From an optimization exercise on the open Yosys and OpenROAD flow, aimed at small area and a short achievable clock period; shortcuts taken in it are not production practice.
Only simulation tests tie the RTL to the original design; equivalence was not proved.
No activity file was given, so power comes from the tool's default toggle rates.

==> inputs of nickel <==
Design core_complex_fabric, start of the top module:
module core_complex_fabric
(
  input  logic     clk_i,
  input  logic     rst_ni,
  input  offload_pkg::acc_req_t acc_req_i,
  input  logic     acc_valid_i,
  output logic     acc_ready_o,
  output offload_pkg::acc_rsp_t acc_rsp_o,
  output logic     acc_rsp_valid_o,
  input  logic     acc_rsp_ready_i,
  output offload_pkg::acc_req_t fpu_req_o,
  output logic     fpu_valid_o,
  input  logic     fpu_ready_i,
  input  offload_pkg::acc_rsp_t fpu_rsp_i,
  input  logic     fpu_rsp_valid_i,
  output logic     fpu_rsp_ready_o,
  output offload_pkg::acc_req_t hive_req_o,
  output logic     hive_valid_o,
  input  logic     hive_ready_i,
  input  offload_pkg::acc_rsp_t hive_rsp_i,
  input  logic     hive_rsp_valid_i,
  output logic     hive_rsp_ready_o,
  input  offload_pkg::addr_t    tcdm_base_i,
  input  offload_pkg::mem_req_t core_req_i,
  input  logic     core_valid_i,
  output logic     core_ready_o,
  output offload_pkg::mem_rsp_t core_rsp_o,
  output logic     core_rsp_valid_o,
  output offload_pkg::mem_req_t tcdm_req_o,
  output logic     tcdm_valid_o,
  input  logic     tcdm_ready_i,
  input  offload_pkg::mem_rsp_t tcdm_rsp_i,
  input  logic     tcdm_rsp_valid_i,
  output logic     tcdm_rsp_ready_o,
  output offload_pkg::mem_req_t soc_req_o,
  output logic     soc_valid_o,
  input  logic     soc_ready_i,
  input  offload_pkg::mem_rsp_t soc_rsp_i,
  input  logic     soc_rsp_valid_i,
  output logic     soc_rsp_ready_o
);
clock: 6.0 ns
lec_check: 0
abc_area: 0
cap_margin: 20
core_margin: 2
core_utilization: 40
setup_slack_margin: 3.0
slew_margin: 20
standard.sh (not shown) runs the stock make flow with config.mk's settings and CLKGATE_MAP_FILE= SYNTH_SCRIPT=/design/flow/synth_recipe.tcl, a recipe that flattens the netlist after the stock synthesis.
==> flow/flow/run.sh <==
#!/bin/bash
# Standard ORFS layout (the standard.sh) with these changes:
#  - the small gate modules of the port-side TCDM window compare in
#    mem_route.sv are kept through technology mapping, so the compare
#    is mapped as the shallow tree the RTL spells out (the modules are
#    flattened again by the standard flow's synthesis script before the layout);
#  - the pins of each port-to-port path are kept next to each other;
#  - port buffers start as the smallest buffer (repair_timing upsizes
#    the ones on critical paths);
#  - CTS builds larger sink clusters without dummy loads.
set -euo pipefail
HERE=$(pwd)
export SYNTH_KEEP_MODULES="mr_xnor2 mr_inv mr_nand2 mr_nand3 mr_nand4 mr_and2 mr_and3 mr_nor2 mr_a22o ar_ready"
export PRE_IO_PLACEMENT_TCL="$HERE/flow/io.tcl"
export BUFFER_PORTS_ARGS="-buffer_cell sky130_fd_sc_hd__buf_1"
export CTS_ARGS="-sink_clustering_enable -repair_clock_nets -dont_use_dummy_load -sink_clustering_size 24 -sink_clustering_max_diameter 150"
bash standard.sh > flow_make.log 2>&1
Other scripts of this flow, unchanged in this note and not shown: flow/flow/io.tcl
==> violet: changes against nickel <==
--- a/flow/design.v
+++ b/flow/design.v
@@ -130,18 +130,18 @@
       end else if (pop) begin
         full_q <= 1'b0;
       end
     end
   end
   always_ff @(posedge clk_i) begin
-    if (!h_valid_q || pop) begin
+    if (h_load_in || h_load_t) begin
       h_data_q <= full_q ? t_data_q : acc_req_i;
       h_wr_q   <= full_q ? t_wr_q   : in_wr;
       h_idx_q  <= full_q ? t_idx_q  : in_idx;
     end
-    if (!full_q) begin
+    if (t_load) begin
       t_data_q <= acc_req_i;
       t_wr_q   <= in_wr;
       t_idx_q  <= in_idx;
       t_tgt_q  <= in_tgt;
     end
   end
@@ -212,13 +212,13 @@
       rsp_valid_q <= 1'b1;
     end else if (rsp_ready_i) begin
       rsp_valid_q <= 1'b0;
     end
   end
   always_ff @(posedge clk_i) begin
-    if (ready_o) begin
+    if (req_hs) begin
       rsp_q.id    <= write_i ? offload_pkg::acc_id_t'(0) : req_i.id;
       rsp_q.data  <= rdata;
       rsp_q.error <= 1'b0;
     end
   end
   assign rsp_o       = rsp_q;
@@ -231,13 +231,12 @@
 (
   input  logic                              clk_i,
   input  logic                              rst_ni,
   input  logic [offload_pkg::NUM_TARGETS*offload_pkg::ACC_RSP_W-1:0] src_rsp_i,
   input  logic     [offload_pkg::NUM_TARGETS-1:0]        src_valid_i,
   output logic     [offload_pkg::NUM_TARGETS-1:0]        src_ready_o,
-  output logic     [1:0]                                 port_ready_o,
   output offload_pkg::acc_rsp_t                          rsp_o,
   output logic                              rsp_valid_o,
   input  logic                              rsp_ready_i
 );
   localparam int unsigned W = offload_pkg::ACC_RSP_W;
   offload_pkg::acc_rsp_t rsp_q;
@@ -250,53 +249,33 @@
   assign load_en = ~rsp_valid_q | rsp_ready_i;
   assign gnt[0] = v[0] & (last_q[2] | (last_q[1] & ~v[2]) | (last_q[0] & ~v[1] & ~v[2]));
   assign gnt[1] = v[1] & (last_q[0] | (last_q[2] & ~v[0]) | (last_q[1] & ~v[2] & ~v[0]));
   assign gnt[2] = v[2] & (last_q[1] | (last_q[0] & ~v[1]) | (last_q[2] & ~v[0] & ~v[1]));
   assign any_gnt = |v;
   assign src_ready_o = gnt & {3{load_en}};
-  logic [1:0] pr_a, pr_b;
-  assign pr_a[0] = last_q[2] | (last_q[1] & ~v[2]);
-  assign pr_b[0] = last_q[0] & ~v[2];
-  assign pr_a[1] = last_q[0];
-  assign pr_b[1] = last_q[2] | (last_q[1] & ~v[2]);
-  ar_ready i_fpu_ready  (.nvld_i(~rsp_valid_q), .rdy_i(rsp_ready_i), .a_i(pr_a[0]), .b_i(pr_b[0]),
-                         .v_i(v[1]), .y_o(port_ready_o[0]));
-  ar_ready i_hive_ready (.nvld_i(~rsp_valid_q), .rdy_i(rsp_ready_i), .a_i(pr_a[1]), .b_i(pr_b[1]),
-                         .v_i(v[0]), .y_o(port_ready_o[1]));
   always_ff @(posedge clk_i) begin
     if (rst_ni) begin
       rsp_valid_q <= 1'b0;
       last_q      <= 3'b100;
     end else if (load_en) begin
       rsp_valid_q <= any_gnt;
       if (any_gnt) begin
         last_q <= gnt;
       end
     end
   end
   always_ff @(posedge clk_i) begin
-    if (load_en) begin
+    if (load_en && any_gnt) begin
       rsp_q <= ({W{gnt[0]}} & src_rsp_i[0*W +: W]) |
                ({W{gnt[1]}} & src_rsp_i[1*W +: W]) |
                ({W{gnt[2]}} & src_rsp_i[2*W +: W]);
     end
   end
   assign rsp_o       = rsp_q;
   assign rsp_valid_o = rsp_valid_q;
 endmodule
-module ar_ready
-(
-  input  logic nvld_i,
-  input  logic rdy_i,
-  input  logic a_i,
-  input  logic b_i,
-  input  logic v_i,
-  output logic y_o
-);
-  assign y_o = (nvld_i | rdy_i) & (a_i | (b_i & ~v_i));
-endmodule
 `default_nettype wire
 `timescale 1ns/1ps
 `default_nettype none
 module mem_route
 (
   input  logic     clk_i,
@@ -331,40 +310,39 @@
   assign full    = occ_q[3];
   assign tcdm_req_o   = core_req_i;
   assign soc_req_o    = core_req_i;
   assign push         = core_valid_i & ~full & (is_tcdm ? tcdm_ready_i : soc_ready_i);
   logic [14:0] bit_eq;
   logic [4:0]  grp_ne;
-  logic        eq01, eq23, eq4, eq4v, win_ne, rdy_t, rdy_s;
+  logic        eq01, eq23, eq4, win_eq, win_ne, rdy_t, rdy_s;
   logic        vld, nvld, tcdm_rdy, soc_rdy;
   assign vld      = core_valid_i & ~full;
   assign nvld     = ~vld;
   assign tcdm_rdy = tcdm_ready_i & ~full;
   assign soc_rdy  = soc_ready_i & ~full;
   for (genvar i = 0; i < 15; i++) begin : g_bit
     mr_xnor2 i_eq (.a_i(core_req_i.addr[17+i]), .b_i(tcdm_base_i[17+i]), .y_o(bit_eq[i]));
   end
   for (genvar g = 0; g < 5; g++) begin : g_grp
     mr_nand3 i_ne (.a_i(bit_eq[3*g]), .b_i(bit_eq[3*g+1]), .c_i(bit_eq[3*g+2]), .y_o(grp_ne[g]));
   end
-  mr_nor2  i_eq01  (.a_i(grp_ne[0]), .b_i(grp_ne[1]), .y_o(eq01));
-  mr_nor2  i_eq23  (.a_i(grp_ne[2]), .b_i(grp_ne[3]), .y_o(eq23));
-  mr_inv   i_eq4   (.a_i(grp_ne[4]), .y_o(eq4));
-  mr_nor2  i_eq4v  (.a_i(grp_ne[4]), .b_i(nvld), .y_o(eq4v));
-  mr_nand3 i_ne    (.a_i(eq01), .b_i(eq23), .c_i(eq4), .y_o(win_ne));
-  mr_and3  i_tcdm_valid (.a_i(eq01), .b_i(eq23), .c_i(eq4v), .y_o(tcdm_valid_o));
-  mr_and2  i_soc_valid  (.a_i(win_ne), .b_i(vld), .y_o(soc_valid_o));
-  mr_nand4 i_rdy_t      (.a_i(eq01), .b_i(eq23), .c_i(eq4), .d_i(tcdm_rdy), .y_o(rdy_t));
+  mr_nor2  i_eq01 (.a_i(grp_ne[0]), .b_i(grp_ne[1]), .y_o(eq01));
+  mr_nor2  i_eq23 (.a_i(grp_ne[2]), .b_i(grp_ne[3]), .y_o(eq23));
+  mr_inv   i_eq4  (.a_i(grp_ne[4]), .y_o(eq4));
+  mr_nand3 i_ne   (.a_i(eq01), .b_i(eq23), .c_i(eq4), .y_o(win_ne));
+  mr_and3  i_eq   (.a_i(eq01), .b_i(eq23), .c_i(eq4), .y_o(win_eq));
+  mr_nor2  i_tcdm_valid (.a_i(win_ne), .b_i(nvld), .y_o(tcdm_valid_o));
+  mr_nor2  i_soc_valid  (.a_i(win_eq), .b_i(nvld), .y_o(soc_valid_o));
+  mr_nand2 i_rdy_t      (.a_i(win_eq), .b_i(tcdm_rdy), .y_o(rdy_t));
   mr_nand2 i_rdy_s      (.a_i(win_ne), .b_i(soc_rdy), .y_o(rdy_s));
   mr_nand2 i_core_ready (.a_i(rdy_t), .b_i(rdy_s), .y_o(core_ready_o));
   assign tcdm_rsp_ready_o = head_tcdm_q;
   assign soc_rsp_ready_o  = head_soc_q;
+  assign core_rsp_valid_o = (tcdm_rsp_valid_i & head_tcdm_q) | (soc_rsp_valid_i & head_soc_q);
   assign core_rsp_o       = head_tcdm_q ? tcdm_rsp_i : soc_rsp_i;
-  assign pop              = (tcdm_rsp_valid_i & head_tcdm_q) | (soc_rsp_valid_i & head_soc_q);
-  mr_a22o i_core_rsp_valid (.a1_i(tcdm_rsp_valid_i), .a2_i(head_tcdm_q), .b1_i(soc_rsp_valid_i),
-                            .b2_i(head_soc_q), .y_o(core_rsp_valid_o));
+  assign pop              = core_rsp_valid_o;
   always_comb begin
     logic [3:0] p, o;
     p = port_q;
     o = occ_q;
     if (pop) begin
       p = {1'b0, p[3:1]};
@@ -405,22 +383,12 @@
 module mr_nand3 (input logic a_i, input logic b_i, input logic c_i, output logic y_o);
   assign y_o = ~(a_i & b_i & c_i);
 endmodule
 module mr_and3 (input logic a_i, input logic b_i, input logic c_i, output logic y_o);
   assign y_o = a_i & b_i & c_i;
 endmodule
-module mr_and2 (input logic a_i, input logic b_i, output logic y_o);
-  assign y_o = a_i & b_i;
-endmodule
-module mr_nand4 (input logic a_i, input logic b_i, input logic c_i, input logic d_i, output logic y_o);
-  assign y_o = ~(a_i & b_i & c_i & d_i);
-endmodule
-module mr_a22o (input logic a1_i, input logic a2_i, input logic b1_i, input logic b2_i,
-                output logic y_o);
-  assign y_o = (a1_i & a2_i) | (b1_i & b2_i);
-endmodule
 module mr_nor2 (input logic a_i, input logic b_i, output logic y_o);
   assign y_o = ~(a_i | b_i);
 endmodule
 `default_nettype wire
 `timescale 1ns/1ps
 `default_nettype none
@@ -468,13 +436,12 @@
   offload_pkg::acc_req_t                   tgt_req;
   logic     [offload_pkg::NUM_TARGETS-1:0] tgt_valid, tgt_ready;
   offload_pkg::acc_rsp_t                   ssr_rsp;
   logic                       ssr_rsp_valid;
   logic [offload_pkg::NUM_TARGETS*offload_pkg::ACC_RSP_W-1:0] src_rsp;
   logic                       ssr_write;
-  logic [1:0]                 port_ready;
   logic [4:0]                 ssr_idx;
   logic     [offload_pkg::NUM_TARGETS-1:0] src_valid, src_ready;
   offload_req_stage i_offload_req_stage (
     .clk_i       (clk_i),
     .rst_ni      (rst_ni),
     .acc_req_i   (acc_req_i),
@@ -503,21 +470,20 @@
     .rsp_o       (ssr_rsp),
     .rsp_valid_o (ssr_rsp_valid),
     .rsp_ready_i (src_ready[offload_pkg::TARGET_SSR])
   );
   assign src_rsp   = {ssr_rsp, hive_rsp_i, fpu_rsp_i};
   assign src_valid = {ssr_rsp_valid, hive_rsp_valid_i, fpu_rsp_valid_i};
-  assign fpu_rsp_ready_o  = port_ready[0];
-  assign hive_rsp_ready_o = port_ready[1];
+  assign fpu_rsp_ready_o  = src_ready[offload_pkg::TARGET_FPU];
+  assign hive_rsp_ready_o = src_ready[offload_pkg::TARGET_HIVE];
   offload_rsp_arbiter i_offload_rsp_arbiter (
     .clk_i       (clk_i),
     .rst_ni      (rst_ni),
     .src_rsp_i   (src_rsp),
     .src_valid_i (src_valid),
     .src_ready_o (src_ready),
-    .port_ready_o(port_ready),
     .rsp_o       (acc_rsp_o),
     .rsp_valid_o (acc_rsp_valid_o),
     .rsp_ready_i (acc_rsp_ready_i)
   );
   mem_route i_mem_route (
     .clk_i            (clk_i),
--- a/flow/flow/run.sh
+++ b/flow/flow/run.sh
@@ -7,11 +7,11 @@
 #  - the pins of each port-to-port path are kept next to each other;
 #  - port buffers start as the smallest buffer (repair_timing upsizes
 #    the ones on critical paths);
 #  - CTS builds larger sink clusters without dummy loads.
 set -euo pipefail
 HERE=$(pwd)
-export SYNTH_KEEP_MODULES="mr_xnor2 mr_inv mr_nand2 mr_nand3 mr_nand4 mr_and2 mr_and3 mr_nor2 mr_a22o ar_ready"
+export SYNTH_KEEP_MODULES="mr_xnor2 mr_inv mr_nand2 mr_nand3 mr_and3 mr_nor2"
 export PRE_IO_PLACEMENT_TCL="$HERE/flow/io.tcl"
 export BUFFER_PORTS_ARGS="-buffer_cell sky130_fd_sc_hd__buf_1"
 export CTS_ARGS="-sink_clustering_enable -repair_clock_nets -dont_use_dummy_load -sink_clustering_size 24 -sink_clustering_max_diameter 150"
 bash standard.sh > flow_make.log 2>&1
- ABC_AREA: 0 -> 1
==> notes.md <==
| quantity | nickel | violet |
|---|---|---|
| Share of the final layout cell area in sequential cells | 0.675 | 0.660 |
| Number of global-route vias before repair | 24288 | 27405 |
| Die Span Y | 336 um | 348 um |
| Tap Cells | 1476 | 1536 |
| Number of distinct library cell variants in the gate-level netlist after synthesis | 65 | 37 |
| Sequential Power | 9.54 mW | 9.46 mW |
| Post-detailed-route via-to-cell ratio | 5.73 | 5.12 |
| Dpl cell area | 46800 um2 | 50100 um2 |
| Worst IR Drop VDD | 0.000230 V | 0.000293 V |
| Routed via count | 26693 | 29862 |
| End of the worst register-to-register path | i_ssr_cfg_unit.rsp_q[31]$_DFFE_PN_ | i_ssr_cfg_unit.rsp_q[15]$_DFFE_PP_ |
| Worst setup slack after placement | 1.98 ns | 1.67 ns |
| Combined buffer and inverter count along the critical path | 2 | 3 |
| Initial antenna violation count | 15 | 2 |
| Number of clock buffers in the layout | 54 | 55 |
| Internal power consumption | 11.3 mW | 11.3 mW |
| Multi-input gate share of the layout cell area | 0.171 | 0.176 |
| Area fraction of the dominant cell type after synthesis | 0.673 | 0.717 |
| Total Wirelength | 154000 um | 147000 um |
| Result of the run | finished clean | finished clean |
| Horizontal die dimension | 336 um | 348 um |
| Share of the core filled with cells in the final layout | 0.453 | 0.448 |
| Routability Congestion | 0.915 | 0.825 |

what the ideal ports hide:
The flow's constraints put no driver on any port. The routed layouts listed below were extracted and timed again, unchanged, in two steps.
Step 1 sets driving cells, clkbuf_16 on the clock port and buf_2 on the other inputs (assumed; they add their load-dependent delay and slew).
Step 2 times the ports against the registers' clock, not the clock port: input delays grow and output delays shrink by t, the midpoint of the rising clock arrivals with the driver on.
Three values: no drivers, after step 1, after step 2; two values: the first two.
run | shift t [ns] | setup slack, ns | worst register clock-pin slew, ns | worst slew at a driven data input, ns | pins driven straight from the clock port
nickel | 0.740 | 2.679 / 2.624 / 2.295 | 0.11 / 0.11 | 0.37 | 1
violet | 0.748 | 2.714 / 2.676 / 2.288 | 0.11 / 0.11 | 0.32 | 1
After both steps setup and hold are still met in every run listed. For violet, which loses most, drivers alone change the setup slack by -0.038 ns; drivers and shift together by -0.426 ns.
